This is an optimization exercise on Yosys and OpenROAD, whose aim is small area, a short achievable clock period and few clock cycles per item, not a production implementation. Where RTL was checked, it was by simulation tests only, not by an equivalence proof against the original. No activity file was given, so power comes from the tool's default toggle rates.

Design vec_normalize, start of the top module:
module vec_normalize (
  input  logic               clk,
  input  logic               rst,
  input  logic               in_valid,
  output logic               in_ready,
  input  logic signed [27:0] real_1,
  input  logic signed [27:0] imag_1,
  input  logic signed [27:0] real_2,
  input  logic signed [27:0] imag_2,
  input  logic signed [55:0] norm_in,
  output logic               out_valid,
  input  logic               out_ready,
  output logic signed [27:0] q_real_1,
  output logic signed [27:0] q_imag_1,
  output logic signed [27:0] q_real_2,
  output logic signed [27:0] q_imag_2,
  output logic               div_zero,
  output logic               sat
);
For scale: roughly 560 flip-flops, about 290 I/O pins.
Settings: LEC_CHECK=0, CAP_MARGIN=20, CORE_MARGIN=2, CORE_UTILIZATION=40, SLEW_MARGIN=20; clock period 11.0 ns.
standard.sh (not shown) runs the stock make flow with config.mk's settings and CLKGATE_MAP_FILE= SYNTH_SCRIPT=/design/flow/synth_recipe.tcl, a recipe that flattens the netlist after the stock synthesis.
==> flow/flow/run.sh <==
#!/bin/bash
# The standard flow, with its timing repair aimed at a period well below the
# clock's and plain buffers on the ports; make's output goes to standard.log,
# each ORFS step's to its own log under orfs/logs.
bash standard.sh SETUP_SLACK_MARGIN=7.5 TNS_END_PERCENT=100 CORE_UTILIZATION=40 CTS_CLUSTER_SIZE=30 CTS_CLUSTER_DIAMETER=60 \
  "BUFFER_PORTS_ARGS=-buffer_cell sky130_fd_sc_hd__buf_2" finish > standard.log 2>&1
Testbench counts at the start, summed over its fixed seeds: cycles 9,352, items 512.
Rerun with:
--- a/flow/design.v
+++ b/flow/design.v
@@ -38,17 +38,17 @@
   logic [1:0]  sidx;       
   logic [1:0]  sidx_n;
   logic [1:0]  ycnt;       
   logic        acc;        
   logic [26:0] s_a;        
   logic        s_sg;
-  logic [45:0] ys, yc;     
+  logic [45:0] y;          
   logic        y_sg;
   logic [27:0] xsel;
   logic [45:0] mys, myc;    
-  logic [56:0] msum;       
+  logic [56:0] msum;
   logic        yok, load;
   logic        itag;       
   assign sidx_n = load ? sidx + 2'd1 : sidx;
   always_comb begin
     case (sidx_n)
       2'd0: xsel = real_1;
@@ -317,20 +317,19 @@
   assign cs257 = s_a[25] ^ cs178;
   assign cs258 = s_a[25] & cs178;
   assign cs259 = s_a[26] ^ 1'b1;
   assign cs260 = s_a[26] & 1'b1;
   assign mys = {cs258, cs256, cs254, cs252, cs250, cs248, cs246, cs244, cs242, cs240, cs238, cs236, cs234, cs232, cs230, cs228, cs226, cs224, cs222, cs220, cs218, cs216, cs214, cs212, cs210, cs208, cs206, cs204, cs202, cs200, cs198, cs196, cs194, cs192, cs190, cs188, cs186, cs184, cs182, cs180, ~s_sg, s_a[4], s_a[3], s_a[2], s_a[1], s_a[0]};
   assign myc = {cs259, cs257, cs255, cs253, cs251, cs249, cs247, cs245, cs243, cs241, cs239, cs237, cs235, cs233, cs231, cs229, cs227, cs225, cs223, cs221, cs219, cs217, cs215, cs213, cs211, cs209, cs207, cs205, cs203, cs201, cs199, cs197, cs195, cs193, cs191, cs189, cs187, cs185, cs183, cs181, cs179, 1'b0, 1'b0, 1'b0, 1'b0, s_sg};
-  assign msum = bk_add({10'd0, ys}, {10'd0, yc}, 1'b0);
+  assign msum = {11'd0, mys} + {11'd0, myc};
   assign in_ready = acc;
   assign yok = ~acc & ycnt[1];    
   always_ff @(posedge clk) begin
     s_a  <= xsel[26:0] ^ {27{xsel[27]}};
     s_sg <= xsel[27];
-    ys   <= mys;
-    yc   <= myc;
+    y    <= msum[45:0];
     y_sg <= s_sg;
     if (rst) begin
       sidx <= '0;
       ycnt <= '0;
       acc  <= 1'b0;
       itag <= 1'b0;
@@ -353,14 +352,12 @@
         ycnt <= ycnt + 2'd1;
       end
     end
   end
   logic [5:0]  nmsb_in;    
   logic        big_in, dz_in;
-  logic [5:0]  nmsb_q;
-  logic        big_q, dz_q;
   logic [63:0]  lzv;
   logic [383:0] lzi;
   always_comb begin
     lzv = {10'd0, norm_in[53:0]};
     lzi = '0;
     for (int lv = 0; lv < 6; lv++)
@@ -369,17 +366,12 @@
         lzv[i] = lzv[2*i+1] | lzv[2*i];
       end
     nmsb_in = lzi[5:0];
   end
   assign dz_in  = norm_in[55] | (norm_in == '0);
   assign big_in = dz_in | norm_in[54];
-  always_ff @(posedge clk) begin
-    nmsb_q <= nmsb_in;
-    big_q  <= big_in;
-    dz_q   <= dz_in;
-  end
   logic [1:0]        run, fin, ld, free, xfer, last, satd;
   logic [1:0][4:0]   j;          
   logic [1:0][52:0]  r;          
   logic [1:0][8:0]   l;          
   logic [1:0][15:0]  qp;         
   logic [1:0]        c_sg, c_sat;
@@ -436,14 +428,14 @@
       end
     end
     assign mag = wsat[u] ? 16'hffff : wq[u];
     assign wdat[u] = wsg[u] ? 17'(-{1'b0, mag}) : {1'b0, mag};
     always_ff @(posedge clk) begin
       if (ld[u]) begin
-        r[u] <= {7'd0, msum[45:9]};
-        l[u] <= msum[8:0];
+        r[u] <= {7'd0, y[45:9]};
+        l[u] <= y[8:0];
         j[u] <= 5'd16;
       end else if (sk8[u]) begin
         r[u] <= {r[u][44:0], l[u][8:1]};
         l[u] <= {l[u][0], 8'd0};
         j[u] <= j[u] - 5'd8;
       end else if (sk3[u]) begin
@@ -460,15 +452,15 @@
       if (ld[u]) begin
         c_sg[u]  <= y_sg;
         c_sat[u] <= 1'b0;
         cidx[u]  <= sidx;
         ctag[u]  <= itag;
         nrm[u]   <= norm_in[53:0];
-        nmsb[u]  <= nmsb_q;
-        big[u]   <= big_q;
-        dz[u]    <= dz_q;
+        nmsb[u]  <= nmsb_in;
+        big[u]   <= big_in;
+        dz[u]    <= dz_in;
       end
       if (xfer[u]) begin
         wq[u]   <= qp_n[u];
         wsg[u]  <= c_sg[u];
         wsat[u] <= c_sat[u];
         wdz[u]  <= dz[u];
What happened: Flip-flop and latch count came out lower by 49. Worst setup slack got worse by 1000 ps. Maximum frequency fell by about a fifth. Power went up by well over a third. Count of clock-buffer cells in the layout goes down by 9. Wire length went up by a few percent. Clock skew goes up by 9.4 ps. Design area grows by a few percent. Global-route usage rose by 0.89 points. Via count increases by a few percent. Non-clock buffer count went up by 147. Utilization increases by 4.8 points. Combinational power is higher by well over a third. First-iteration DRC count went up by a few percent.
Only the layout flow was run in the second run of this note; the RTL was not checked for function there.

afterwards: timing with drivers on the ports:
No port has a modelled driver above. Below, the same layouts with a new extraction and two added sets of constraints.
Step 1 (the two cells are an assumption about what drives the block):
set clk [get_ports {clk}]
set_driving_cell -lib_cell sky130_fd_sc_hd__clkbuf_16 $clk
set_driving_cell -lib_cell sky130_fd_sc_hd__buf_2 [delete_from_list [all_inputs] $clk]
Step 2, shift: input delay + t, output delay - t, t = (earliest + latest rising clock arrival at the registers) / 2. This alone moves slack from input paths to output paths.
Three values: ideal, step 1, step 2; two values: the first two.
run	shift t [ns]	slack for setup (ns)	worst setup path at the end	pins driven straight from the clock port
the first run	0.695	7.447 / 7.380 / 6.896	input to register	1
the second run	0.692	6.436 / 6.436 / 6.436	register to register	1
After both steps every run listed still meets setup and hold. For the first run, which loses most, drivers alone change the setup slack by -0.067 ns; drivers and shift together by -0.551 ns.
